Source: an optimization exercise on an open RTL-to-GDS flow (aim: small area, a short achievable clock period and few clock cycles per item). Production flows keep margins and buffers that such runs may drop. RTL that was checked went through simulation tests only; none was proved equivalent to the original.

==> tundra <==
==> flow/design.v <==
`timescale 1ns/100ps
module idct_top (
	input logic Clock,
	input logic resetn,
	input logic start,
	input logic [5:0] block_col,
	input logic [4:0] block_row,
	input logic [15:0] SRAM_read_data,
	output logic [15:0] SRAM_write_data,
	output logic [17:0] SRAM_address,
	output logic SRAM_we_n,
	output logic done
);
	function automatic logic [11:0] cosv(input logic [2:0] k, input logic [2:0] j);
		case ({k, j})
			6'o00: cosv = 12'h5a8;   
			6'o01: cosv = 12'h5a8;   
			6'o02: cosv = 12'h5a8;   
			6'o03: cosv = 12'h5a8;   
			6'o04: cosv = 12'h5a8;   
			6'o05: cosv = 12'h5a8;   
			6'o06: cosv = 12'h5a8;   
			6'o07: cosv = 12'h5a8;   
			6'o10: cosv = 12'h7d8;   
			6'o11: cosv = 12'h6a6;   
			6'o12: cosv = 12'h471;   
			6'o13: cosv = 12'h18f;   
			6'o14: cosv = 12'he71;   
			6'o15: cosv = 12'hb8f;   
			6'o16: cosv = 12'h95a;   
			6'o17: cosv = 12'h828;   
			6'o20: cosv = 12'h764;   
			6'o21: cosv = 12'h30f;   
			6'o22: cosv = 12'hcf1;   
			6'o23: cosv = 12'h89c;   
			6'o24: cosv = 12'h89c;   
			6'o25: cosv = 12'hcf1;   
			6'o26: cosv = 12'h30f;   
			6'o27: cosv = 12'h764;   
			6'o30: cosv = 12'h6a6;   
			6'o31: cosv = 12'he71;   
			6'o32: cosv = 12'h828;   
			6'o33: cosv = 12'hb8f;   
			6'o34: cosv = 12'h471;   
			6'o35: cosv = 12'h7d8;   
			6'o36: cosv = 12'h18f;   
			6'o37: cosv = 12'h95a;   
			6'o40: cosv = 12'h5a8;   
			6'o41: cosv = 12'ha58;   
			6'o42: cosv = 12'ha58;   
			6'o43: cosv = 12'h5a8;   
			6'o44: cosv = 12'h5a8;   
			6'o45: cosv = 12'ha58;   
			6'o46: cosv = 12'ha58;   
			6'o47: cosv = 12'h5a8;   
			6'o50: cosv = 12'h471;   
			6'o51: cosv = 12'h828;   
			6'o52: cosv = 12'h18f;   
			6'o53: cosv = 12'h6a6;   
			6'o54: cosv = 12'h95a;   
			6'o55: cosv = 12'he71;   
			6'o56: cosv = 12'h7d8;   
			6'o57: cosv = 12'hb8f;   
			6'o60: cosv = 12'h30f;   
			6'o61: cosv = 12'h89c;   
			6'o62: cosv = 12'h764;   
			6'o63: cosv = 12'hcf1;   
			6'o64: cosv = 12'hcf1;   
			6'o65: cosv = 12'h764;   
			6'o66: cosv = 12'h89c;   
			6'o67: cosv = 12'h30f;   
			6'o70: cosv = 12'h18f;   
			6'o71: cosv = 12'hb8f;   
			6'o72: cosv = 12'h6a6;   
			6'o73: cosv = 12'h828;   
			6'o74: cosv = 12'h7d8;   
			6'o75: cosv = 12'h95a;   
			6'o76: cosv = 12'h471;   
			6'o77: cosv = 12'he71;   
			default: cosv = 12'h000;
		endcase
	endfunction
	function automatic logic [8:0] mul40(input logic [2:0] r);
		mul40 = {1'b0, r, 5'd0} + {3'd0, r, 3'd0};
	endfunction
	function automatic logic [2:0] ffs8(input logic [7:0] v);
		ffs8 = 3'd0;
		for (int n = 7; n >= 0; n--)
			if (v[n]) ffs8 = 3'(n);
	endfunction
	function automatic logic [7:0] above(input logic [2:0] r);
		for (int n = 0; n < 8; n++)
			above[n] = (3'(n) > r);
	endfunction
	typedef struct packed {
		logic v;
		logic isrow;    
		logic [2:0] k;  
		logic [2:0] m;  
		logic [1:0] p;  
		logic first;
		logic last;
		logic fin;      
	} desc_t;
	localparam logic [1:0] S_IDLE = 2'd0, S_ROW = 2'd2, S_COL = 2'd3;
	logic [1:0] state;
	logic [1:0] pass;
	logic [5:0] bcol;
	logic [4:0] brow;
	logic [13:0] base;       
	logic [63:0] mask;       
	logic [7:0] rmask;       
	logic [7:0] rnz;         
	logic [2:0] crow;        
	logic [7:0] colrem;      
	logic cur_v;
	logic rfirst;            
	logic [2:0] kcur;        
	logic [1:0] ci;          
	logic bubble;
	desc_t q1, q2, q3, q4, q5, q6, q7;
	desc_t d0;
	logic [7:0] erows;       
	logic [2:0] ccol;
	logic [7:0] colrem_n;
	logic row_done;
	logic [7:0] rows_after;
	logic [2:0] nrow;
	logic [2:0] frow;
	always_comb begin
		for (int n = 0; n < 8; n++)
			rnz[n] = |mask[n*8 +: 8];
		rmask = rnz | 8'd1;
		erows = (pass == 2'd0) ? 8'hff : rnz;
		ccol = ffs8(colrem);
		colrem_n = colrem & ~(8'd1 << ccol);
		row_done = (colrem_n == 8'd0);
		rows_after = erows & above(crow);
		nrow = ffs8(rows_after);
		frow = ffs8(rnz);
	end
	logic [7:0] kcand;
	logic [2:0] knxt;
	logic knxt_v;
	assign kcand = rmask & above(kcur);
	assign knxt = ffs8(kcand);
	assign knxt_v = |kcand;
	logic hold_v;
	logic commit_col;
	logic port_next;      
	logic mask_pending;   
	logic t_hazard;
	logic issue_row;
	logic issue_col;
	assign commit_col = q7.v && !q7.isrow && q7.last;
	assign port_next = commit_col || (q6.v && !q6.isrow && q6.last);
	assign mask_pending = (q1.v && q1.isrow) || (q2.v && q2.isrow) || (q3.v && q3.isrow)
		|| (q4.v && q4.isrow);
	assign t_hazard = (q1.v && q1.isrow && q1.last && q1.k == kcur)
		|| (q2.v && q2.isrow && q2.last && q2.k == kcur)
		|| (q3.v && q3.isrow && q3.last && q3.k == kcur);
	assign issue_row = (state == S_ROW) && !port_next && cur_v;
	assign issue_col = (state == S_COL) && !bubble && !t_hazard
		&& !((pass == 2'd0) && mask_pending);
	always_comb begin
		d0 = '0;
		if (issue_row) begin
			d0.v = 1'b1;
			d0.isrow = 1'b1;
			d0.k = crow;
			d0.m = ccol;
			d0.p = pass;
			d0.first = rfirst;
			d0.last = row_done;
		end else if (issue_col) begin
			d0.v = 1'b1;
			d0.k = kcur;
			d0.m = {1'b0, ci};
			d0.p = pass;
			d0.first = (kcur == 3'd0);
			d0.last = !knxt_v;
			d0.fin = !knxt_v && (ci == 2'd3) && (pass == 2'd3);
		end
	end
	always_ff @(posedge Clock or negedge resetn) begin
		if (!resetn) begin
			state <= S_IDLE;
			pass <= 2'd0;
			crow <= 3'd0;
			colrem <= 8'd0;
			cur_v <= 1'b0;
			rfirst <= 1'b1;
			kcur <= 3'd0;
			ci <= 2'd0;
			bubble <= 1'b0;
			q1 <= '0;
			q2 <= '0;
			q3 <= '0;
			q4 <= '0;
			q5 <= '0;
			q6 <= '0;
			q7 <= '0;
		end else begin
			q1 <= d0;
			q2 <= q1;
			q3 <= q2;
			q4 <= q3;
			q5 <= q4;
			q6 <= q5;
			q7 <= q6;
			bubble <= 1'b0;
			case (state)
				S_ROW: begin
					if (issue_row) begin
						if (row_done) begin
							crow <= nrow;
							colrem <= (pass == 2'd0) ? 8'hff : mask[{nrow, 3'b000} +: 8];
							rfirst <= 1'b1;
							if (rows_after == 8'd0) begin
								cur_v <= 1'b0;
								state <= S_COL;
								kcur <= 3'd0;
								ci <= 2'd0;
							end
						end else begin
							colrem <= colrem_n;
							rfirst <= 1'b0;
						end
					end else if (!cur_v) begin
						state <= S_COL;
						kcur <= 3'd0;
						ci <= 2'd0;
					end
				end
				S_COL: begin
					if (issue_col) begin
						if (!knxt_v) begin
							kcur <= 3'd0;
							bubble <= (kcur == 3'd0);   
							ci <= ci + 2'd1;
							if (ci == 2'd3) begin
								if (pass == 2'd3) begin
									state <= S_IDLE;
								end else begin
									pass <= pass + 2'd1;
									state <= S_ROW;
									crow <= frow;
									colrem <= mask[{frow, 3'b000} +: 8];
									cur_v <= |rnz;
									rfirst <= 1'b1;
								end
							end
						end else begin
							kcur <= knxt;
						end
					end
				end
				default: begin
					if (start) begin
						state <= S_ROW;
						pass <= 2'd0;
						crow <= 3'd0;
						colrem <= 8'hff;
						cur_v <= 1'b1;
						rfirst <= 1'b1;
					end
				end
			endcase
		end
	end
	always_ff @(posedge Clock) begin
		if (state == S_IDLE && start) begin
			bcol <= block_col;
			brow <= block_row;
		end
		base <= {brow, 8'd0} + {3'd0, brow, 6'd0} + {8'd0, bcol};
	end
	logic [15:0] tbuf_a [0:7];
	logic [15:0] tbuf_b [0:7];
	logic [15:0] op_a;
	logic [15:0] op_b;
	logic [11:0] c_a;
	logic [11:0] c_b;
	always_ff @(posedge Clock) begin
		if (!q4.v) begin
			op_a <= 16'd0;
			op_b <= 16'd0;
		end else if (q4.isrow) begin
			op_a <= SRAM_read_data;
			op_b <= SRAM_read_data;
		end else begin
			op_a <= tbuf_a[q4.k];
			op_b <= tbuf_b[q4.k];
		end
		if (q4.isrow) begin
			c_a <= cosv(q4.m, {q4.p, 1'b0});
			c_b <= cosv(q4.m, {q4.p, 1'b1});
		end else begin
			c_a <= cosv(q4.k, q4.m);
			c_b <= cosv(q4.k, q4.m);
		end
		if (q4.v && q4.isrow && q4.p == 2'd0) begin
			mask <= {(SRAM_read_data != 16'd0), mask[63:1]};
		end
	end
	function automatic logic [61:0] mul_cs(input logic [15:0] x, input logic [11:0] c);
		logic [30:0] pp [0:6];
		logic [30:0] s1, c1, s2, c2, s3, c3, s4, c4, s5, c5;
		logic [2:0] bits;
		logic [17:0] mag;
		logic [17:0] sel;
		logic neg;
		pp[6] = 31'd0;
		for (int i = 0; i < 6; i++) begin
			bits = {c[2*i+1], c[2*i], (i == 0) ? 1'b0 : c[2*i-1]};
			case (bits)
				3'b001, 3'b010: mag = {{2{x[15]}}, x};
				3'b011: mag = {x[15], x, 1'b0};
				3'b100: mag = {x[15], x, 1'b0};
				3'b101, 3'b110: mag = {{2{x[15]}}, x};
				default: mag = 18'd0;
			endcase
			neg = bits[2] && (bits != 3'b111);
			sel = neg ? ~mag : mag;
			pp[i] = 31'({{13{sel[17]}}, sel} << (2 * i));
			pp[6][2*i] = neg;
		end
		s1 = pp[0] ^ pp[1] ^ pp[2];
		c1 = ((pp[0] & pp[1]) | (pp[0] & pp[2]) | (pp[1] & pp[2])) << 1;
		s2 = pp[3] ^ pp[4] ^ pp[5];
		c2 = ((pp[3] & pp[4]) | (pp[3] & pp[5]) | (pp[4] & pp[5])) << 1;
		s3 = s1 ^ c1 ^ s2;
		c3 = ((s1 & c1) | (s1 & s2) | (c1 & s2)) << 1;
		s4 = c2 ^ pp[6] ^ s3;
		c4 = ((c2 & pp[6]) | (c2 & s3) | (pp[6] & s3)) << 1;
		s5 = s4 ^ c4 ^ c3;
		c5 = ((s4 & c4) | (s4 & c3) | (c4 & c3)) << 1;
		mul_cs = {s5, c5};
	endfunction
	logic [30:0] ps_a;
	logic [30:0] pc_a;
	logic [30:0] ps_b;
	logic [30:0] pc_b;
	always_ff @(posedge Clock) begin
		{ps_a, pc_a} <= mul_cs(op_a, c_a);
		{ps_b, pc_b} <= mul_cs(op_b, c_b);
	end
	function automatic logic [30:0] acc3(input logic [30:0] acc, input logic [30:0] s,
		input logic [30:0] c, input logic neg);
		logic [30:0] xs, xc, t, u;
		xs = s ^ {31{neg}};
		xc = c ^ {31{neg}};
		t = acc ^ xs ^ xc;
		u = {((acc[29:0] & xs[29:0]) | (acc[29:0] & xc[29:0]) | (xs[29:0] & xc[29:0])), neg};
		acc3 = t + u + {30'd0, neg};
	endfunction
	logic [30:0] acc_a;
	logic [30:0] acc_am;
	logic [30:0] acc_b;
	logic [30:0] acc_bm;
	logic [30:0] acc_a0;
	logic [30:0] acc_am0;
	logic [30:0] acc_b0;
	logic [30:0] acc_bm0;
	logic kodd;
	assign kodd = q6.k[0];
	assign acc_a0 = q6.first ? 31'd0 : acc_a;
	assign acc_am0 = q6.first ? 31'd0 : acc_am;
	assign acc_b0 = q6.first ? 31'd0 : acc_b;
	assign acc_bm0 = q6.first ? 31'd0 : acc_bm;
	always_ff @(posedge Clock) begin
		acc_a <= acc3(acc_a0, ps_a, pc_a, 1'b0);
		acc_b <= acc3(acc_b0, ps_b, pc_b, 1'b0);
		acc_am <= acc3(acc_am0, ps_a, pc_a, kodd);
		acc_bm <= acc3(acc_bm0, ps_b, pc_b, kodd);
	end
	function automatic logic [15:0] sat16(input logic [30:0] a);
		if (!a[30] && (|a[29:23])) sat16 = 16'h7fff;
		else if (a[30] && !(&a[29:23])) sat16 = 16'h8000;
		else sat16 = a[23:8];
	endfunction
	function automatic logic [7:0] clip8(input logic [30:0] a);
		if (a[30]) clip8 = 8'd0;
		else if (|a[29:24]) clip8 = 8'd255;
		else clip8 = a[23:16];
	endfunction
	always_ff @(posedge Clock) begin
		if (q7.v && q7.isrow && q7.last) begin
			tbuf_a[q7.k] <= sat16(acc_a);
			tbuf_b[q7.k] <= sat16(acc_b);
		end
	end
	logic [15:0] hold_data;
	logic [15:0] hold_addr;
	logic hold_fin;
	logic [13:0] w1_hi;
	logic [13:0] w2_hi;
	logic [14:0] rd_hi;
	assign w1_hi = base + 14'(mul40(q7.m));
	assign w2_hi = base + 14'(mul40(3'd7 - q7.m));
	assign rd_hi = 15'(base) + 15'd9600 + 15'(mul40(q1.k));
	always_ff @(posedge Clock or negedge resetn) begin
		if (!resetn) begin
			SRAM_we_n <= 1'b1;
			done <= 1'b0;
			hold_v <= 1'b0;
			hold_fin <= 1'b0;
		end else begin
			SRAM_we_n <= 1'b1;
			done <= 1'b0;
			hold_v <= 1'b0;
			if (commit_col) begin
				SRAM_we_n <= 1'b0;
				hold_v <= 1'b1;
				hold_fin <= q7.fin;
			end else if (hold_v) begin
				SRAM_we_n <= 1'b0;
				done <= hold_fin;
			end
		end
	end
	always_ff @(posedge Clock) begin
		if (commit_col) begin
			SRAM_address <= {2'b00, w1_hi, q7.p};
			SRAM_write_data <= {clip8(acc_a), clip8(acc_b)};
			hold_addr <= {w2_hi, q7.p};
			hold_data <= {clip8(acc_am), clip8(acc_bm)};
		end else if (hold_v) begin
			SRAM_address <= {2'b00, hold_addr};
			SRAM_write_data <= hold_data;
		end else if (q1.v && q1.isrow) begin
			SRAM_address <= {rd_hi, q1.m};
		end
	end
endmodule
==> flow/run.sh <==
#!/bin/bash
# synth_recipe.tcl (not shown) runs the flow's synth.tcl, then flattens the netlist and writes it again
# the make line also repeats each setting of config.mk as NAME=value (left out here)
make -C /OpenROAD-flow-scripts/flow DESIGN_CONFIG=/design/flow/config.mk WORK_HOME=/design/flow/orfs CLKGATE_MAP_FILE= SYNTH_SCRIPT=/design/flow/synth_recipe.tcl finish
==> flow/config.mk <==
export PLATFORM = sky130hd
export DESIGN_NAME = idct_top
export DESIGN_NICKNAME = idct_top
export VERILOG_FILES = /design/flow/design.v
export SDC_FILE = /design/flow/constraint.sdc
export NUM_CORES = 4
export LEC_CHECK = 0
export CAP_MARGIN = 20
export CORE_MARGIN = 2
export CORE_UTILIZATION = 40
export SLEW_MARGIN = 20
==> flow/constraint.sdc <==
create_clock -name core_clock -period 14.0 [get_ports {Clock}]
set_input_delay 2.8000 -clock core_clock [delete_from_list [all_inputs] [get_ports {Clock}]]
set_output_delay 2.8000 -clock core_clock [all_outputs]
set_load 0.01 [all_outputs]
==> inputs of juniper, as changes to tundra <==
==> flow/design.v, changed modules only <==
module idct_top (
	input logic Clock,
	input logic resetn,
	input logic start,
	input logic [5:0] block_col,
	input logic [4:0] block_row,
	input logic [15:0] SRAM_read_data,
	output logic [15:0] SRAM_write_data,
	output logic [17:0] SRAM_address,
	output logic SRAM_we_n,
	output logic done
);
	function automatic logic [11:0] cosv(input logic [2:0] k, input logic [2:0] j);
		case ({k, j})
			6'o00: cosv = 12'h5a8;   
			6'o01: cosv = 12'h5a8;   
			6'o02: cosv = 12'h5a8;   
			6'o03: cosv = 12'h5a8;   
			6'o04: cosv = 12'h5a8;   
			6'o05: cosv = 12'h5a8;   
			6'o06: cosv = 12'h5a8;   
			6'o07: cosv = 12'h5a8;   
			6'o10: cosv = 12'h7d8;   
			6'o11: cosv = 12'h6a6;   
			6'o12: cosv = 12'h471;   
			6'o13: cosv = 12'h18f;   
			6'o14: cosv = 12'he71;   
			6'o15: cosv = 12'hb8f;   
			6'o16: cosv = 12'h95a;   
			6'o17: cosv = 12'h828;   
			6'o20: cosv = 12'h764;   
			6'o21: cosv = 12'h30f;   
			6'o22: cosv = 12'hcf1;   
			6'o23: cosv = 12'h89c;   
			6'o24: cosv = 12'h89c;   
			6'o25: cosv = 12'hcf1;   
			6'o26: cosv = 12'h30f;   
			6'o27: cosv = 12'h764;   
			6'o30: cosv = 12'h6a6;   
			6'o31: cosv = 12'he71;   
			6'o32: cosv = 12'h828;   
			6'o33: cosv = 12'hb8f;   
			6'o34: cosv = 12'h471;   
			6'o35: cosv = 12'h7d8;   
			6'o36: cosv = 12'h18f;   
			6'o37: cosv = 12'h95a;   
			6'o40: cosv = 12'h5a8;   
			6'o41: cosv = 12'ha58;   
			6'o42: cosv = 12'ha58;   
			6'o43: cosv = 12'h5a8;   
			6'o44: cosv = 12'h5a8;   
			6'o45: cosv = 12'ha58;   
			6'o46: cosv = 12'ha58;   
			6'o47: cosv = 12'h5a8;   
			6'o50: cosv = 12'h471;   
			6'o51: cosv = 12'h828;   
			6'o52: cosv = 12'h18f;   
			6'o53: cosv = 12'h6a6;   
			6'o54: cosv = 12'h95a;   
			6'o55: cosv = 12'he71;   
			6'o56: cosv = 12'h7d8;   
			6'o57: cosv = 12'hb8f;   
			6'o60: cosv = 12'h30f;   
			6'o61: cosv = 12'h89c;   
			6'o62: cosv = 12'h764;   
			6'o63: cosv = 12'hcf1;   
			6'o64: cosv = 12'hcf1;   
			6'o65: cosv = 12'h764;   
			6'o66: cosv = 12'h89c;   
			6'o67: cosv = 12'h30f;   
			6'o70: cosv = 12'h18f;   
			6'o71: cosv = 12'hb8f;   
			6'o72: cosv = 12'h6a6;   
			6'o73: cosv = 12'h828;   
			6'o74: cosv = 12'h7d8;   
			6'o75: cosv = 12'h95a;   
			6'o76: cosv = 12'h471;   
			6'o77: cosv = 12'he71;   
			default: cosv = 12'h000;
		endcase
	endfunction
	function automatic logic [8:0] mul40(input logic [2:0] r);
		mul40 = {1'b0, r, 5'd0} + {3'd0, r, 3'd0};
	endfunction
	typedef struct packed {
		logic v;
		logic isrow;    
		logic [2:0] k;  
		logic [2:0] m;  
		logic [1:0] p;  
		logic first;
		logic last;
		logic fin;      
	} desc_t;
	localparam logic [1:0] S_IDLE = 2'd0, S_ROW = 2'd2, S_COL = 2'd3;
	logic [1:0] state;
	logic [1:0] pass;
	logic [5:0] bcol;
	logic [4:0] brow;
	logic [13:0] base;       
	logic [63:0] mask;       
	logic [7:0] rmask;       
	logic [5:0] cur;         
	logic cur_v;
	logic [2:0] kcur;        
	logic [1:0] ci;          
	logic bubble;
	desc_t q1, q2, q3, q4, q5, q6, q7;
	desc_t d0;
	logic [63:0] emask;
	logic [63:0] rcand;
	logic [5:0] nxt;
	logic nxt_v;
	logic [5:0] first_nz;
	assign emask = (pass == 2'd0) ? '1 : mask;
	always_comb begin
		for (int n = 0; n < 64; n++)
			rcand[n] = emask[n] && (6'(n) > cur);
		nxt = 6'd0;
		for (int n = 63; n >= 0; n--)
			if (rcand[n]) nxt = 6'(n);
		nxt_v = |rcand;
		first_nz = 6'd0;
		for (int n = 63; n >= 0; n--)
			if (mask[n]) first_nz = 6'(n);
	end
	logic [7:0] kcand;
	logic [2:0] knxt;
	logic knxt_v;
	always_comb begin
		for (int n = 0; n < 8; n++)
			rmask[n] = (n == 0) || (|mask[n*8 +: 8]);
		for (int n = 0; n < 8; n++)
			kcand[n] = rmask[n] && (3'(n) > kcur);
		knxt = 3'd0;
		for (int n = 7; n >= 0; n--)
			if (kcand[n]) knxt = 3'(n);
		knxt_v = |kcand;
	end
	logic hold_v;
	logic commit_col;
	logic port_next;      
	logic mask_pending;   
	logic t_hazard;
	logic issue_row;
	logic issue_col;
	logic rfirst;         
	assign commit_col = q7.v && !q7.isrow && q7.last;
	assign port_next = commit_col || (q6.v && !q6.isrow && q6.last);
	assign mask_pending = (q1.v && q1.isrow) || (q2.v && q2.isrow) || (q3.v && q3.isrow)
		|| (q4.v && q4.isrow);
	assign t_hazard = (q1.v && q1.isrow && q1.last && q1.k == kcur)
		|| (q2.v && q2.isrow && q2.last && q2.k == kcur)
		|| (q3.v && q3.isrow && q3.last && q3.k == kcur);
	assign issue_row = (state == S_ROW) && !port_next && cur_v;
	assign issue_col = (state == S_COL) && !bubble && !t_hazard
		&& !((pass == 2'd0) && mask_pending);
	always_comb begin
		d0 = '0;
		if (issue_row) begin
			d0.v = 1'b1;
			d0.isrow = 1'b1;
			d0.k = cur[5:3];
			d0.m = cur[2:0];
			d0.p = pass;
			d0.first = rfirst;
			d0.last = !nxt_v || (nxt[5:3] != cur[5:3]);
		end else if (issue_col) begin
			d0.v = 1'b1;
			d0.k = kcur;
			d0.m = {1'b0, ci};
			d0.p = pass;
			d0.first = (kcur == 3'd0);
			d0.last = !knxt_v;
			d0.fin = !knxt_v && (ci == 2'd3) && (pass == 2'd3);
		end
	end
	always_ff @(posedge Clock or negedge resetn) begin
		if (!resetn) begin
			state <= S_IDLE;
			pass <= 2'd0;
			cur <= 6'd0;
			cur_v <= 1'b0;
			rfirst <= 1'b1;
			kcur <= 3'd0;
			ci <= 2'd0;
			bubble <= 1'b0;
			q1 <= '0;
			q2 <= '0;
			q3 <= '0;
			q4 <= '0;
			q5 <= '0;
			q6 <= '0;
			q7 <= '0;
		end else begin
			q1 <= d0;
			q2 <= q1;
			q3 <= q2;
			q4 <= q3;
			q5 <= q4;
			q6 <= q5;
			q7 <= q6;
			bubble <= 1'b0;
			case (state)
				S_ROW: begin
					if (issue_row) begin
						cur <= nxt;
						cur_v <= nxt_v;
						rfirst <= (nxt[5:3] != cur[5:3]);
						if (!nxt_v) begin
							state <= S_COL;
							kcur <= 3'd0;
							ci <= 2'd0;
						end
					end else if (!cur_v) begin
						state <= S_COL;
						kcur <= 3'd0;
						ci <= 2'd0;
					end
				end
				S_COL: begin
					if (issue_col) begin
						if (!knxt_v) begin
							kcur <= 3'd0;
							bubble <= (kcur == 3'd0);   
							ci <= ci + 2'd1;
							if (ci == 2'd3) begin
								if (pass == 2'd3) begin
									state <= S_IDLE;
								end else begin
									pass <= pass + 2'd1;
									state <= S_ROW;
									cur <= first_nz;
									cur_v <= |mask;
									rfirst <= 1'b1;
								end
							end
						end else begin
							kcur <= knxt;
						end
					end
				end
				default: begin
					if (start) begin
						state <= S_ROW;
						pass <= 2'd0;
						cur <= 6'd0;
						cur_v <= 1'b1;
						rfirst <= 1'b1;
					end
				end
			endcase
		end
	end
	always_ff @(posedge Clock) begin
		if (state == S_IDLE && start) begin
			bcol <= block_col;
			brow <= block_row;
		end
		base <= {brow, 8'd0} + {3'd0, brow, 6'd0} + {8'd0, bcol};
	end
	logic [15:0] tbuf_a [0:7];
	logic [15:0] tbuf_b [0:7];
	logic signed [15:0] op_a;
	logic signed [15:0] op_b;
	logic [11:0] c_a;
	logic [11:0] c_b;
	always_ff @(posedge Clock) begin
		if (!q4.v) begin
			op_a <= 16'd0;
			op_b <= 16'd0;
		end else if (q4.isrow) begin
			op_a <= SRAM_read_data;
			op_b <= SRAM_read_data;
		end else begin
			op_a <= tbuf_a[q4.k];
			op_b <= tbuf_b[q4.k];
		end
		if (q4.isrow) begin
			c_a <= cosv(q4.m, {q4.p, 1'b0});
			c_b <= cosv(q4.m, {q4.p, 1'b1});
		end else begin
			c_a <= cosv(q4.k, q4.m);
			c_b <= cosv(q4.k, q4.m);
		end
		if (q4.v && q4.isrow && q4.p == 2'd0) begin
			mask <= {(SRAM_read_data != 16'd0), mask[63:1]};
		end
	end
	logic signed [21:0] ph_a;
	logic signed [22:0] pl_a;
	logic signed [21:0] ph_b;
	logic signed [22:0] pl_b;
	logic signed [5:0] ch_a;
	logic signed [6:0] cl_a;
	logic signed [5:0] ch_b;
	logic signed [6:0] cl_b;
	assign ch_a = c_a[11:6];
	assign cl_a = {1'b0, c_a[5:0]};
	assign ch_b = c_b[11:6];
	assign cl_b = {1'b0, c_b[5:0]};
	always_ff @(posedge Clock) begin
		ph_a <= op_a * ch_a;
		pl_a <= op_a * cl_a;
		ph_b <= op_b * ch_b;
		pl_b <= op_b * cl_b;
	end
	logic signed [30:0] acc_a;
	logic signed [30:0] acc_am;
	logic signed [30:0] acc_b;
	logic signed [30:0] acc_bm;
	logic signed [30:0] xha;
	logic signed [30:0] xla;
	logic signed [30:0] xhb;
	logic signed [30:0] xlb;
	logic kodd;
	assign kodd = q6.k[0];
	assign xha = {ph_a[21], ph_a[21], ph_a[21], ph_a, 6'd0};
	assign xla = {{8{pl_a[22]}}, pl_a};
	assign xhb = {ph_b[21], ph_b[21], ph_b[21], ph_b, 6'd0};
	assign xlb = {{8{pl_b[22]}}, pl_b};
	always_ff @(posedge Clock) begin
		acc_a <= (q6.first ? 31'sd0 : acc_a) + xha + xla;
		acc_b <= (q6.first ? 31'sd0 : acc_b) + xhb + xlb;
		acc_am <= (q6.first ? 31'sd0 : acc_am) + (kodd ? ~xha : xha) + (kodd ? ~xla : xla)
			+ (kodd ? 31'sd2 : 31'sd0);
		acc_bm <= (q6.first ? 31'sd0 : acc_bm) + (kodd ? ~xhb : xhb) + (kodd ? ~xlb : xlb)
			+ (kodd ? 31'sd2 : 31'sd0);
	end
	function automatic logic [15:0] sat16(input logic signed [30:0] a);
		if (!a[30] && (|a[29:23])) sat16 = 16'h7fff;
		else if (a[30] && !(&a[29:23])) sat16 = 16'h8000;
		else sat16 = a[23:8];
	endfunction
	function automatic logic [7:0] clip8(input logic signed [30:0] a);
		if (a[30]) clip8 = 8'd0;
		else if (|a[29:24]) clip8 = 8'd255;
		else clip8 = a[23:16];
	endfunction
	always_ff @(posedge Clock) begin
		if (q7.v && q7.isrow && q7.last) begin
			tbuf_a[q7.k] <= sat16(acc_a);
			tbuf_b[q7.k] <= sat16(acc_b);
		end
	end
	logic [15:0] hold_data;
	logic [15:0] hold_addr;
	logic hold_fin;
	logic [13:0] w1_hi;
	logic [13:0] w2_hi;
	logic [14:0] rd_hi;
	assign w1_hi = base + 14'(mul40(q7.m));
	assign w2_hi = base + 14'(mul40(3'd7 - q7.m));
	assign rd_hi = 15'(base) + 15'd9600 + 15'(mul40(q1.k));
	always_ff @(posedge Clock or negedge resetn) begin
		if (!resetn) begin
			SRAM_we_n <= 1'b1;
			done <= 1'b0;
			hold_v <= 1'b0;
			hold_fin <= 1'b0;
		end else begin
			SRAM_we_n <= 1'b1;
			done <= 1'b0;
			hold_v <= 1'b0;
			if (commit_col) begin
				SRAM_we_n <= 1'b0;
				hold_v <= 1'b1;
				hold_fin <= q7.fin;
			end else if (hold_v) begin
				SRAM_we_n <= 1'b0;
				done <= hold_fin;
			end
		end
	end
	always_ff @(posedge Clock) begin
		if (commit_col) begin
			SRAM_address <= {2'b00, w1_hi, q7.p};
			SRAM_write_data <= {clip8(acc_a), clip8(acc_b)};
			hold_addr <= {w2_hi, q7.p};
			hold_data <= {clip8(acc_am), clip8(acc_bm)};
		end else if (hold_v) begin
			SRAM_address <= {2'b00, hold_addr};
			SRAM_write_data <= hold_data;
		end else if (q1.v && q1.isrow) begin
			SRAM_address <= {rd_hi, q1.m};
		end
	end
endmodule
==> comparison table <==
	juniper	tundra
Run status	no timing/DRC/antenna violations	no timing/DRC/antenna violations
Combined flip-flop and latch cell area	0.02041 sq mm	0.02098 sq mm
Post-synthesis mux area share	3.294%	4.690%
Flops & latches, synth	793	820
Total via count in the routed design	36740	34380
Non-CTS buffers	105	126
Tap cells	1755	1637
Met1 global-route usage	26.83%	29.41%
Wire length of the first global-routing pass	206000 um	201500 um
Inst Count DP	6668	6095
Worst path slowest cell	dfxtp_1	dfrtp_4
Share of layout cells above drive strength 1	6.534%	7.219%
Final std cell area, no fill	0.05842 sq mm	0.05485 sq mm
Testbench counts of juniper, summed over its fixed seeds: cycles 52,353, blocks 256.
Only the layout flow was run in tundra; the RTL was not checked for function there.

==> re-timing with driven ports <==
The results above use ideal ports. As a check the final layouts listed here were re-extracted and re-timed, cells and wires unchanged.
Step 1 assumes that a clkbuf_16 drives the clock port and a buf_2 every other input.
Step 2 times the ports against the registers' clock, not the clock port: input delays grow and output delays shrink by t, the midpoint of the rising clock arrivals with the driver on.
a / b / c = ideal ports / drivers / drivers and shift; a / b = the first two.
run | shift t [ns] | slack for setup (ns) | worst setup path at the end | slew at the worst register clock pin (ns)
tundra | 0.750 | 8.461 / 8.461 / 8.461 | register to register | 0.07 / 0.07
juniper | 0.753 | 8.360 / 8.360 / 8.360 | register to register | 0.07 / 0.07
After both steps every run listed still meets setup and hold.
